This is an optimization exercise on Yosys and OpenROAD, whose aim is small area, a short achievable clock period and few clock cycles per item, not a production implementation.
RTL that was checked went through simulation tests only; none was proved equivalent to the original.
The RTL of run 3 was laid out without a check of its function.

==> flow/design.v (outline; a module is shown in full before it is edited, if it fits) <==
// module hijri_date_from_day_number: 275 lines
// module hijri_sub: 232 lines
// module hijri_est: 285 lines
// module hijri_z3: 464 lines
// module hijri_z4: 84 lines
module hijri_date_from_day_number (
  input  logic                clk,
  input  logic                rst,
  input  logic                cfg_valid,
  output logic                cfg_ready,
  input  logic [21:0]     epoch_day_number,
  input  logic                in_valid,
  output logic                in_stall,
  input  logic [21:0]     julian_day_number,
  output logic                out_valid,
  input  logic                out_stall,
  output logic [4:0]    hijri_day,
  output logic [3:0]  hijri_month,
  output logic [13:0]   hijri_year,
  output logic                leap_year_flag,
  output logic                status_code
);
  // ...
==> flow/flow/run.sh <==
#!/bin/bash
# Standard layout, with every port buffered by a buf_1 instead of the default
# buffer cell. Each tool's output goes to a log file in this folder.
set -e
cp standard.sh standard_sh.txt
export BUFFER_PORTS_ARGS="-buffer_cell sky130_fd_sc_hd__buf_1"
bash standard.sh > standard.log 2>&1
==> flow/standard.sh <==
#!/bin/bash
# synth_recipe.tcl (not shown) runs the flow's synth.tcl, then flattens the netlist and writes it again
# the make line also repeats each setting of config.mk as NAME=value (left out here)
make -C /OpenROAD-flow-scripts/flow DESIGN_CONFIG=/design/flow/config.mk WORK_HOME=/design/flow/orfs CLKGATE_MAP_FILE= SYNTH_SCRIPT=/design/flow/synth_recipe.tcl "${@:-finish}"
==> flow/config.mk <==
export PLATFORM = sky130hd
export DESIGN_NAME = hijri_date_from_day_number
export DESIGN_NICKNAME = hijri_date_from_day_number
export VERILOG_FILES = /design/flow/design.v
export SDC_FILE = /design/flow/constraint.sdc
export NUM_CORES = 4
export LEC_CHECK = 0
export CAP_MARGIN = 20
export CORE_MARGIN = 2
export CORE_UTILIZATION = 40
export CTS_BUF_LIST = sky130_fd_sc_hd__clkbuf_4 sky130_fd_sc_hd__clkbuf_8
export SETUP_SLACK_MARGIN = 3.5
export SLEW_MARGIN = 20
==> flow/constraint.sdc <==
create_clock -name core_clock -period 7.5 [get_ports {clk}]
set_input_delay 1.5000 -clock core_clock [delete_from_list [all_inputs] [get_ports {clk}]]
set_output_delay 1.5000 -clock core_clock [all_outputs]
set_load 0.01 [all_outputs]
==> flow_summary.toml, run 1 <==
[run_status]
status = "timing/DRC/antenna clean"

[final_layout]
syn2layout_area_growth_pct = 12.3
sh_seq_area_pct = 34.1
fill_cells = 2950
register_area_sq_um = 4860
multi_input_area_sq_um = 7070
final_common_cell = "inv_1"

[setup_path]
crit_chain = "fa_1 > inv_1 > fa_1 > inv_1 > fa_1 > ha_1 > inv_1 > fa_1 > o21bai_1 > a21oi_2 > nor2_1 > o211ai_1 > a21oi_1 > a211o_1"
cp_data_required_time_ps = 7730
critPathCaptureType = "flip-flop"
critPathBufInv = 3

[floorplan]
initial_utilization_pct = 40.5

[synthesis]
synthMuxAreaShare_pct = 1.45
ys_warn_count = 1
async_flop_share_pct = 0
syn_area_per_cell_sq_um = 11.2
synth_top_area_share_pct = 34.0
synth_xor_xnor_area_share_pct = 5.36

[placement]
placedCellCount = 1602
pre_cts_slack_ps = 3010

[sta]
period_minus_slack_ps = 3880
slew_headroom_pct = 31.8

[global_route]
grt_max_degree = 83
met2_usage_pct = 27.8

[min_path]
min_path_cells = 0

[clocking]
cts_resized = 11
hold_buffers = 0
Testbench counts, summed over its fixed seeds: cycles 16,040, items 16,000.
==> inputs of run 2 (changes only) <==
--- a/flow/config.mk
+++ b/flow/config.mk
@@ -7,7 +7,7 @@
 export LEC_CHECK = 0
 export CAP_MARGIN = 20
 export CORE_MARGIN = 2
-export CORE_UTILIZATION = 40
+export CORE_UTILIZATION = 55
 export CTS_BUF_LIST = sky130_fd_sc_hd__clkbuf_4 sky130_fd_sc_hd__clkbuf_8
 export SETUP_SLACK_MARGIN = 3.5
 export SLEW_MARGIN = 20
==> run 2 against run 1 <==
Worst hold slack improved by 6.2 ps. Area after synthesis stayed put. Critical path depth decreased by 10. Final cell count shrank 6.5%. Largest cell class unchanged.
==> flow_summary.toml, run 2 <==
[floorplan]
die-height_um = 156
initial_utilization_pct = 56.1
core-area_sq_um = 22600
dieArea_sq_um = 24300
rows = 55
fp.dieW_um = 156
pin_count = 77

[sta]
maxSlewViolCount = 0
period_minus_slack_ps = 3900
slew_headroom_pct = 47.2
skew_ps = 20.6
timing.fmax_mhz = 256
finalHoldViolCount = 0
rsz0062_at_grt = "yes"
fin_crit_sh_pct = 52.1
tns_ps = 0
finalSetupViolCount = 0
worst_pin_slew_ps = 786
fin_ws_ps = 3600

[global_route]
met2_usage_pct = 37.3
grt.met1_usage_pct = 26.2
grt_pass1_wl_um = 40100
use_met3_pct = 3.28
globalRoute.busiestLayer = "met2"
antenna_found_initial = 0
grt_pass1_vias = 8133
grt_overflow = 0
grt_usage_pct = 21.2
grt_max_degree = 61

[synthesis]
syn_area_per_cell_sq_um = 11.2
syn_nets = 1438
synth_most_common_cell = "inv_1"
synthAdderAreaFrac_pct = 30.9
synth_top_area_share_pct = 34.0
yosys.area_share.simple_pct = 7.80
synthMuxAreaShare_pct = 1.45
synthFlopType = "edfxtp_1"
synth-seq-cells = 171
synth_top_area_cell = "edfxtp_1"
syn_area_sq_um = 12700
synth_top_family_by_area = "adder cells"
synth_edf_count = 144
synth_xor_xnor_area_share_pct = 5.36
synth_compound_area_share_pct = 9.18
netlist_instances = 1138
ys_types = 68
synthTopCellsByArea = "edfxtp_1, fa_1, ha_1"
seq_area_frac_synth_pct = 38.3
ys_warn_count = 1
async_flop_share_pct = 0
synth_commonest_cells = "inv_1, ha_1, edfxtp_1"

[placement]
pre_cts_slack_ps = 3060
io_buffer_count = 75
placedCellCount = 1486
hpwl_um = 18200
place_congestion = 0.864

[final_layout]
reg.largest.list = "epoch: 22 flops, s1_d: 22 flops"
n_antenna_cell = 0
final_common_cell = "inv_1"
finish.net_count = 1573
syn2layout_area_growth_pct = 12.4
final_cells = 1571
final_cell_mix = "inv_1, ha_1, edfxtp_1"
final_core_util_pct = 63.1
drive_above_1_share_pct = 9.25

[min_path]
min_to = "s2_d[4]"
hp-class = "flip-flop to flip-flop"
hold_start = "s1_d[4]"
min_path_cells = 0

[route]
wl_um = 24200
wl_per_cell_um = 15.4
first_iter_violations = 264
vias = 8102
drc = 0
ant_nets = 0
vias_per_cell = 5.16
dr.pass1.iters = 5

[clocking]
cts_root_buf = "clkbuf_8"
clk_pin_slew_ps = 100
clk_path_buf_depth = 2
insertion_delay_ps = 470
cts_buffers = 17
cts_tree = "done"
htreeDepth = 4
clock_sinks = 171

[setup_path]
worst-path-max-fanout = 45
rrSetupSlack_ps = 3600
cp_data_required_time_ps = 6000
cp.arrival_ps = 2400
r2r_start = "s2_q[7]"
critical_path_class = "input pin to primary output"
cpMaxStageDelayCell = "nand2_8"
r2r_cells = 15
r2r_end = "s3_c2f"
critPathCaptureType = "primary output"
critPathMaxStageDelay_ps = 250
crit_chain = "buf_2 > nand2_8 > inv_1 > buf_1"
critPathBufInv = 3
path_delay_family = "buffers and inverters"
start_kind = "input pin"

[flow_run]
drv_cap = 0

[run_status]
status = "timing/DRC/antenna clean"
==> run 2: cell counts after synthesis <==
No cell type changed its count.
==> run 2: worst reg2reg max path: stages (launching register included) <==
cell and delay (ps):
edfxtp_1 390, buf_6 160, fa_1 540, inv_1 50
fa_1 510, inv_2 40, fa_1 540, ha_4 150
inv_2 40, fa_1 480, o21bai_1 80, a21oi_1 150
nor2_1 60, o211ai_1 150, a21oi_1 80, a211o_1 270
==> run 2: cell type report <==
type / count / area [sq um]
well taps: 285 / 357
clock buffers: 17 / 234
multi-input cells: 733 / 7100
flip-flops and latches: 171 / 4860
fillers: 1867 / 8360
repair buffers: 130 / 707
clock inverters: 15 / 193
inverters: 220 / 826
==> run 2: how the worst max path moves through the flow <==
stage                   start        end  slack [ps]  cells past startpoint
finish              out_stall   in_stall        3600                      4
global route          s2_q[7]     s3_c2f        3460                     15
CTS                     s3_c1  s4_dlo[5]        3460                     15
detailed placement      s3_c1  s4_dlo[5]        3060                     15
global placement        s3_c1  s4_dlo[5]        3130                     15
floorplan               s3_c1  s4_dlo[5]        3510                     15
==> run 2: per-stage QoR <==
step / instance area [sq um] / hold slack (ps)
after floorplan: 12700 / 400
after global placement: 13300 / 401
after detailed placement: 13300 / 405
after CTS: 14000 / 428
after global routing: 14300 / 436
final: 14300 / 425
==> run 2: routing by layer <==
layer,vias to the layer above,share of wire [%]
li1,4106,-
met1,3783,44
met2,166,50
met3,47,3.2
met4,0,3.0
met5,-,0
==> run 2: timing repair <==
item	CTS	global route
pin swaps	8	13
resized for setup	11	14
setup endpoints to repair	25	21
hold endpoints to repair	0	0
cloned	2	0
buffers inserted	19	32
hold buffers	0	0
==> run 2: kinds of logic after synthesis <==
family,count (synthesis)
XOR/XNOR,76
adder cells (fa/ha/maj),251
other,1
multiplexers,17
buffers and inverters,236
flip-flops,171
AND/OR/NAND/NOR,206
AO/OA/AOI/OAI,180
==> module hijri_date_from_day_number, before the edit <==
module hijri_date_from_day_number (
  input  logic                clk,
  input  logic                rst,
  input  logic                cfg_valid,
  output logic                cfg_ready,
  input  logic [21:0]     epoch_day_number,
  input  logic                in_valid,
  output logic                in_stall,
  input  logic [21:0]     julian_day_number,
  output logic                out_valid,
  input  logic                out_stall,
  output logic [4:0]    hijri_day,
  output logic [3:0]  hijri_month,
  output logic [13:0]   hijri_year,
  output logic                leap_year_flag,
  output logic                status_code
);
  localparam logic [21:0] EPOCH_RESET = 22'd1948440;
  function automatic logic is_leap(input int cyc);
    case (cyc)
      2, 5, 7, 10, 13, 16, 18, 21, 24, 26, 29: is_leap = 1'b1;
      default: is_leap = 1'b0;
    endcase
  endfunction
  logic adv;
  assign adv       = !(out_valid && out_stall);
  assign in_stall  = !adv;
  assign cfg_ready = 1'b1;
  logic [21:0] epoch;
  always_ff @(posedge clk) begin
    if (rst)            epoch <= EPOCH_RESET;
    else if (cfg_valid) epoch <= epoch_day_number;
  end
  logic [21:0] diff;
  logic        nb;
  hijri_sub u_sub (.j(julian_day_number), .e(epoch), .d(diff), .nb(nb));
  logic        s1_valid, s1_err;
  logic [21:0] s1_d;
  always_ff @(posedge clk) begin
    if (rst)      s1_valid <= 1'b0;
    else if (adv) s1_valid <= in_valid;
  end
  always_ff @(posedge clk) begin
    if (adv) begin
      s1_err <= !nb;
      s1_d   <= diff;
    end
  end
  logic [13:0] qe;
  hijri_est u_est (.x(s1_d[21:7]), .q(qe));
  logic        s2_valid, s2_err;
  logic [9:0]  s2_d;
  logic [13:0] s2_q;
  always_ff @(posedge clk) begin
    if (rst)      s2_valid <= 1'b0;
    else if (adv) s2_valid <= s1_valid;
  end
  always_ff @(posedge clk) begin
    if (adv) begin
      s2_err <= s1_err;
      s2_d   <= s1_d[9:0];
      s2_q   <= qe;
    end
  end
  logic [9:0] ai, bi;
  logic       c1, t, c2f;
  hijri_z3 u_z3 (.d(s2_d), .q(s2_q), .ai(ai), .bi(bi), .c1(c1), .t(t), .c2f(c2f));
  logic [5:0] nsum;
  logic [2:0] lp;
  always_comb begin
    nsum = 6'(s2_q[3:0]) + 6'(s2_q[7:4]) + 6'(s2_q[11:8]) + 6'(s2_q[13:12]);
    case ({s2_q[0], nsum})
      7'd0: lp = 3'b100;
      7'd1: lp = 3'b101;
      7'd2: lp = 3'b001;
      7'd3: lp = 3'b001;
      7'd4: lp = 3'b010;
      7'd5: lp = 3'b010;
      7'd6: lp = 3'b010;
      7'd7: lp = 3'b100;
      7'd8: lp = 3'b100;
      7'd9: lp = 3'b101;
      7'd10: lp = 3'b001;
      7'd11: lp = 3'b001;
      7'd12: lp = 3'b010;
      7'd13: lp = 3'b010;
      7'd14: lp = 3'b100;
      7'd15: lp = 3'b100;
      7'd16: lp = 3'b101;
      7'd17: lp = 3'b001;
      7'd18: lp = 3'b001;
      7'd19: lp = 3'b010;
      7'd20: lp = 3'b010;
      7'd21: lp = 3'b010;
      7'd22: lp = 3'b100;
      7'd23: lp = 3'b100;
      7'd24: lp = 3'b101;
      7'd25: lp = 3'b001;
      7'd26: lp = 3'b001;
      7'd27: lp = 3'b010;
      7'd28: lp = 3'b010;
      7'd29: lp = 3'b100;
      7'd30: lp = 3'b100;
      7'd31: lp = 3'b101;
      7'd32: lp = 3'b001;
      7'd33: lp = 3'b001;
      7'd34: lp = 3'b010;
      7'd35: lp = 3'b010;
      7'd36: lp = 3'b010;
      7'd37: lp = 3'b100;
      7'd38: lp = 3'b100;
      7'd39: lp = 3'b101;
      7'd40: lp = 3'b001;
      7'd41: lp = 3'b001;
      7'd42: lp = 3'b010;
      7'd43: lp = 3'b010;
      7'd44: lp = 3'b100;
      7'd45: lp = 3'b100;
      7'd46: lp = 3'b101;
      7'd47: lp = 3'b001;
      7'd48: lp = 3'b001;
      7'd64: lp = 3'b010;
      7'd65: lp = 3'b010;
      7'd66: lp = 3'b010;
      7'd67: lp = 3'b100;
      7'd68: lp = 3'b100;
      7'd69: lp = 3'b101;
      7'd70: lp = 3'b001;
      7'd71: lp = 3'b001;
      7'd72: lp = 3'b010;
      7'd73: lp = 3'b010;
      7'd74: lp = 3'b010;
      7'd75: lp = 3'b100;
      7'd76: lp = 3'b100;
      7'd77: lp = 3'b001;
      7'd78: lp = 3'b001;
      7'd79: lp = 3'b010;
      7'd80: lp = 3'b010;
      7'd81: lp = 3'b010;
      7'd82: lp = 3'b100;
      7'd83: lp = 3'b100;
      7'd84: lp = 3'b101;
      7'd85: lp = 3'b001;
      7'd86: lp = 3'b001;
      7'd87: lp = 3'b010;
      7'd88: lp = 3'b010;
      7'd89: lp = 3'b010;
      7'd90: lp = 3'b100;
      7'd91: lp = 3'b100;
      7'd92: lp = 3'b001;
      7'd93: lp = 3'b001;
      7'd94: lp = 3'b010;
      7'd95: lp = 3'b010;
      7'd96: lp = 3'b010;
      7'd97: lp = 3'b100;
      7'd98: lp = 3'b100;
      7'd99: lp = 3'b101;
      7'd100: lp = 3'b001;
      7'd101: lp = 3'b001;
      7'd102: lp = 3'b010;
      7'd103: lp = 3'b010;
      7'd104: lp = 3'b010;
      7'd105: lp = 3'b100;
      7'd106: lp = 3'b100;
      7'd107: lp = 3'b001;
      7'd108: lp = 3'b001;
      7'd109: lp = 3'b010;
      7'd110: lp = 3'b010;
      7'd111: lp = 3'b010;
      7'd112: lp = 3'b100;
      default: lp = 3'b000;
    endcase
  end
  logic        s3_valid, s3_err, s3_c1, s3_t, s3_c2f;
  logic [9:0]  s3_ai, s3_bi;
  logic [13:0] s3_y1;
  logic [2:0]  s3_lp;
  always_ff @(posedge clk) begin
    if (rst)      s3_valid <= 1'b0;
    else if (adv) s3_valid <= s2_valid;
  end
  always_ff @(posedge clk) begin
    if (adv) begin
      s3_err <= s2_err;
      s3_ai  <= ai;
      s3_bi  <= bi;
      s3_c1  <= c1;
      s3_t   <= t;
      s3_c2f <= c2f;
      s3_y1  <= s2_q;
      s3_lp  <= lp;
    end
  end
  logic [9:0]  zi;
  logic        bb, fix, leap_y, leap_n, ovf;
  logic [5:0]  dlo;
  logic [4:0]  ge;
  hijri_z4 u_z4 (.ai(s3_ai), .bi(s3_bi), .c1(s3_c1), .zi(zi));
  always_comb begin
    bb     = s3_t ^ s3_c2f ^ s3_c1;
    fix    = (zi >= 10'd355) || (zi == 10'd354 && bb);
    dlo    = fix ? zi[5:0] + 6'd29 + 6'(bb) : zi[5:0];
    if (fix)
      ge = {zi >= 10'd650 - 10'(bb), zi >= 10'd591 - 10'(bb), zi >= 10'd532 - 10'(bb),
            zi >= 10'd473 - 10'(bb), zi >= 10'd414 - 10'(bb)};
    else
      ge = {zi >= 10'd295, zi >= 10'd236, zi >= 10'd177, zi >= 10'd118, zi >= 10'd59};
    leap_y = fix ? s3_lp[1] : s3_lp[0];
    leap_n = fix ? s3_lp[2] : s3_lp[1];
    ovf    = fix ? (!s3_lp[1] && zi == 10'd709 - 10'(bb)) : (!s3_lp[0] && zi == 10'd354);
  end
  logic        s4_valid, s4_err, s4_ovf, s4_leap, s4_inc1, s4_inc2;
  logic [5:0]  s4_dlo;
  logic [4:0]  s4_ge;
  logic [13:0] s4_y1;
  always_ff @(posedge clk) begin
    if (rst)      s4_valid <= 1'b0;
    else if (adv) s4_valid <= s3_valid;
  end
  always_ff @(posedge clk) begin
    if (adv) begin
      s4_err  <= s3_err;
      s4_ovf  <= ovf;
      s4_leap <= ovf ? leap_n : leap_y;
      s4_dlo  <= dlo;
      s4_ge   <= ge;
      s4_y1   <= s3_y1;
      s4_inc1 <= fix ^ ovf;
      s4_inc2 <= fix & ovf;
    end
  end
  logic [2:0] m2;
  logic [5:0] r;
  logic       h;
  logic [4:0] dd;
  logic [13:0] t1, t2, year;
  always_comb begin
    case (s4_ge)
      5'b00000: begin m2 = 3'd0; r = s4_dlo; end
      5'b00001: begin m2 = 3'd1; r = s4_dlo + 6'd5; end
      5'b00011: begin m2 = 3'd2; r = s4_dlo + 6'd10; end
      5'b00111: begin m2 = 3'd3; r = s4_dlo + 6'd15; end
      5'b01111: begin m2 = 3'd4; r = s4_dlo + 6'd20; end
      default:  begin m2 = 3'd5; r = s4_dlo + 6'd25; end
    endcase
    h  = r >= 6'd30;
    dd = 5'(r) + {3'b000, h, 1'b1};
    for (int i = 0; i < 14; i++) begin
      t1[i] = &(s4_y1 | ~((14'd1 << i) - 14'd1));
      t2[i] = (i == 0) ? 1'b0 : &(s4_y1 | ~((14'd1 << i) - 14'd2));
    end
    year = s4_y1 ^ ({14{s4_inc1}} & t1) ^ ({14{s4_inc2}} & t2);
  end
  always_ff @(posedge clk) begin
    if (rst)      out_valid <= 1'b0;
    else if (adv) out_valid <= s4_valid;
  end
  always_ff @(posedge clk) begin
    if (adv) begin
      if (s4_err) begin
        hijri_day      <= '0;
        hijri_month    <= '0;
        hijri_year     <= '0;
        leap_year_flag <= 1'b0;
        status_code    <= 1'b1;
      end else begin
        hijri_day      <= s4_ovf ? 5'd1 : dd;
        hijri_month    <= s4_ovf ? 4'd1 : {m2, 1'b0} + {3'b000, h} + 4'd1;
        hijri_year     <= year;
        leap_year_flag <= s4_leap;
        status_code    <= 1'b0;
      end
    end
  end
endmodule
==> inputs of run 3 (changes only) <==
--- a/flow/design.v
+++ b/flow/design.v
@@ -65,11 +65,34 @@
   logic [9:0] ai, bi;
   logic       c1, t, c2f;
   hijri_z3 u_z3 (.d(s2_d), .q(s2_q), .ai(ai), .bi(bi), .c1(c1), .t(t), .c2f(c2f));
+  logic        s3_valid, s3_err, s3_c1, s3_t, s3_c2f;
+  logic [9:0]  s3_ai, s3_bi;
+  logic [13:0] s3_y1;
+  always_ff @(posedge clk) begin
+    if (rst)      s3_valid <= 1'b0;
+    else if (adv) s3_valid <= s2_valid;
+  end
+  always_ff @(posedge clk) begin
+    if (adv) begin
+      s3_err <= s2_err;
+      s3_ai  <= ai;
+      s3_bi  <= bi;
+      s3_c1  <= c1;
+      s3_t   <= t;
+      s3_c2f <= c2f;
+      s3_y1  <= s2_q;
+    end
+  end
+  logic [9:0]  zi;
+  logic        bb, fix, leap_y, leap_n, ovf;
+  logic [5:0]  dlo;
+  logic [4:0]  ge;
+  hijri_z4 u_z4 (.ai(s3_ai), .bi(s3_bi), .c1(s3_c1), .zi(zi));
   logic [5:0] nsum;
   logic [2:0] lp;
   always_comb begin
-    nsum = 6'(s2_q[3:0]) + 6'(s2_q[7:4]) + 6'(s2_q[11:8]) + 6'(s2_q[13:12]);
-    case ({s2_q[0], nsum})
+    nsum = 6'(s3_y1[3:0]) + 6'(s3_y1[7:4]) + 6'(s3_y1[11:8]) + 6'(s3_y1[13:12]);
+    case ({s3_y1[0], nsum})
       7'd0: lp = 3'b100;
       7'd1: lp = 3'b101;
       7'd2: lp = 3'b001;
@@ -171,31 +194,6 @@
       default: lp = 3'b000;
     endcase
   end
-  logic        s3_valid, s3_err, s3_c1, s3_t, s3_c2f;
-  logic [9:0]  s3_ai, s3_bi;
-  logic [13:0] s3_y1;
-  logic [2:0]  s3_lp;
-  always_ff @(posedge clk) begin
-    if (rst)      s3_valid <= 1'b0;
-    else if (adv) s3_valid <= s2_valid;
-  end
-  always_ff @(posedge clk) begin
-    if (adv) begin
-      s3_err <= s2_err;
-      s3_ai  <= ai;
-      s3_bi  <= bi;
-      s3_c1  <= c1;
-      s3_t   <= t;
-      s3_c2f <= c2f;
-      s3_y1  <= s2_q;
-      s3_lp  <= lp;
-    end
-  end
-  logic [9:0]  zi;
-  logic        bb, fix, leap_y, leap_n, ovf;
-  logic [5:0]  dlo;
-  logic [4:0]  ge;
-  hijri_z4 u_z4 (.ai(s3_ai), .bi(s3_bi), .c1(s3_c1), .zi(zi));
   always_comb begin
     bb     = s3_t ^ s3_c2f ^ s3_c1;
     fix    = (zi >= 10'd355) || (zi == 10'd354 && bb);
@@ -205,9 +203,9 @@
             zi >= 10'd473 - 10'(bb), zi >= 10'd414 - 10'(bb)};
     else
       ge = {zi >= 10'd295, zi >= 10'd236, zi >= 10'd177, zi >= 10'd118, zi >= 10'd59};
-    leap_y = fix ? s3_lp[1] : s3_lp[0];
-    leap_n = fix ? s3_lp[2] : s3_lp[1];
-    ovf    = fix ? (!s3_lp[1] && zi == 10'd709 - 10'(bb)) : (!s3_lp[0] && zi == 10'd354);
+    leap_y = fix ? lp[1] : lp[0];
+    leap_n = fix ? lp[2] : lp[1];
+    ovf    = fix ? (!lp[1] && zi == 10'd709 - 10'(bb)) : (!lp[0] && zi == 10'd354);
   end
   logic        s4_valid, s4_err, s4_ovf, s4_leap, s4_inc1, s4_inc2;
   logic [5:0]  s4_dlo;
--- a/flow/config.mk
+++ b/flow/config.mk
@@ -7,7 +7,7 @@
 export LEC_CHECK = 0
 export CAP_MARGIN = 20
 export CORE_MARGIN = 2
-export CORE_UTILIZATION = 55
+export CORE_UTILIZATION = 40
 export CTS_BUF_LIST = sky130_fd_sc_hd__clkbuf_4 sky130_fd_sc_hd__clkbuf_8
 export SETUP_SLACK_MARGIN = 3.5
 export SLEW_MARGIN = 20
==> run 3 against run 2 <==
Fmax shrank 3.0%. Wire length is 1.9% higher. Non-clock buffer count down 14. Worst setup slack got worse by 120 ps. Final cell count grew 8.2%. Synthesized cell count grew 2.6%. Critical path depth grew 10. Worst hold slack worse by 1.5 ps. Count of clock-buffer cells in the layout unchanged. Global-route usage shrank 5.6 points.
==> flow_summary.toml, run 3 <==
[global_route]
grt_overflow = 0
grt_pass1_wl_um = 41100
grt_usage_pct = 15.6
antenna_found_initial = 0
grt_pass1_vias = 8370
grt_max_degree = 75

[synthesis]
async_flop_share_pct = 0
seq_area_frac_synth_pct = 37.4
synthTopCellsByArea = "edfxtp_1, fa_1, ha_1"
synth_most_common_cell = "inv_1"
syn_area_sq_um = 12800
synth_commonest_cells = "inv_1, ha_1, edfxtp_1"
synth_top_area_cell = "edfxtp_1"
netlist_instances = 1168
synthFlopType = "edfxtp_1"
syn_area_per_cell_sq_um = 10.9
syn_nets = 1467
synth-seq-cells = 168
ys_types = 70
synth_edf_count = 141
ys_warn_count = 1
synth_top_area_share_pct = 33.2

[sta]
fin_crit_sh_pct = 53.7
period_minus_slack_ps = 4020
timing.fmax_mhz = 249
hold_ws_ps = 424
fin_ws_ps = 3480
finalHoldViolCount = 0
worst_pin_slew_ps = 958
maxSlewViolCount = 0
finalSetupViolCount = 0
skew_ps = 13.8
slew_headroom_pct = 36.1
tns_ps = 0
rsz0062_at_grt = "yes"

[placement]
pre_cts_slack_ps = 3030
hpwl_um = 18500
io_buffer_count = 75
placedCellCount = 1627
place_congestion = 0.868

[clocking]
insertion_delay_ps = 480
cts_root_buf = "clkbuf_8"
cts_buffers = 17
clock_sinks = 168
clk_pin_slew_ps = 90
clk_path_buf_depth = 2
cts_tree = "done"
htreeDepth = 4

[setup_path]
start_kind = "flip-flop"
critical_path_class = "flip-flop to flip-flop"
cp.arrival_ps = 4250
critPathCaptureType = "flip-flop"
worst-path-max-fanout = 4
critPathBufInv = 2
cpMaxStageDelayCell = "fa_2"
crit_chain = "fa_1 > fa_1 > ha_2 > fa_2 > buf_4 > buf_4 > nor2b_2 > a21oi_1 > o21ai_0 > mux4_2 > o21ai_2 > nor4_1 > o21bai_1 > a22oi_1"
cp_data_required_time_ps = 7730
critPathMaxStageDelay_ps = 620
path_delay_family = "adder cells"

[floorplan]
fp.dieW_um = 183
initial_utilization_pct = 40.5
core-area_sq_um = 31500
pin_count = 77
rows = 65
dieArea_sq_um = 33400
die-height_um = 183

[final_layout]
reg.largest.list = "epoch: 22 flops, s1_d: 22 flops"
final_common_cell = "inv_1"
final_core_util_pct = 45.7
final_cell_mix = "inv_1, ha_1, edfxtp_1"
syn2layout_area_growth_pct = 12.7
finish.net_count = 1584
n_antenna_cell = 0
drive_above_1_share_pct = 9.09
final_cells = 1700

[route]
vias_per_cell = 4.89
first_iter_violations = 429
drc = 0
ant_nets = 0
wl_per_cell_um = 14.5
wl_um = 24700
dr.pass1.iters = 5
vias = 8312

[run_status]
status = "timing/DRC/antenna clean"

[min_path]
hp-class = "flip-flop to flip-flop"

[flow_run]
drv_cap = 0
[run 3: timing repair]
action,CTS,global route
hold buffers,0,0
buffers inserted,11,28
resized for setup,14,21
pin swaps,11,14
endpoints found under the setup margin,22,19
cloned,1,1
[run 3: cell families (layout without fill, tap and decap cells)]
kind of cell / after synthesis / count (layout) / share of synthesized area (%)
other cells: 1 / 1 / 0.0294
compound gates: 189 / 190 / 9.66
fa+ha+maj: 250 / 250 / 30.6
simple gates: 223 / 224 / 8.47
xor+xnor: 76 / 76 / 5.27
flops: 168 / 168 / 37.4
mux: 13 / 13 / 1.13
buf+inv: 248 / 376 / 7.40
[run 3: worst paths after layout]
| path | startpoint | to | slack, ps | cells past startpoint |
|---|---|---|---|---|
| setup / recovery | s3_y1[9] | s4_leap | 3480 | 14 |
| hold / removal | s1_d[6] | s2_d[6] | 420 | 0 |
| setup reg to reg | s3_y1[9] | s4_leap | 3480 | 14 |
| hold reg to reg | s1_d[6] | s2_d[6] | 420 | 0 |
[run 3: area by class of cell]
class	count	area, sq um
Fill cell	2907	17100
Inverter	228	856
Sequential cell	168	4770
Clock buffer	17	234
Tap cell	402	503
Multi-Input combinational cell	754	7260
Timing Repair Buffer	116	591
Clock inverter	15	168
[run 3: metrics by stage]
step,instance area (sq um)
after floorplan,12800
after global placement,13500
after detailed placement,13500
after CTS,14000
after global routing,14400
final,14400
[run 3: layer usage]
layer  wire length [um]  up-vias  GRT usage (%)
met2              12100      185           26.9
met1              11200     3917           19.9
met5                  0        -              0
met3                915       29           2.83
met4                439        0           4.87
li1                   -     4181              -

-- static timing again, ports no longer ideal --
Ports are ideal in the flow. The routed layouts listed here were re-timed in OpenROAD.
Step 1, drivers: a clkbuf_16 drives clk and a buf_2 each remaining input, both assumed.
Step 2 times the ports against the registers' clock, not the clock port: input delays grow and output delays shrink by t, the midpoint of the rising clock arrivals with the driver on.
Slacks: ideal ports / drivers / drivers and shift; pairs: ideal ports / drivers.
run	t, ns	setup slack, ns	clock arrival spread, ns	worst data-port slew with drivers (ns)
run 1	0.505	3.620 / 3.615 / 3.253	0.018 / 0.018	0.03
run 2	0.504	3.595 / 3.576 / 3.313	0.025 / 0.025	0.03
run 3	0.517	3.476 / 3.476 / 3.350	0.014 / 0.014	0.04
After both steps setup and hold are still met in every run listed. The setup slack of run 1, which loses most, moves by -0.005 ns with the drivers and by -0.367 ns with both steps.
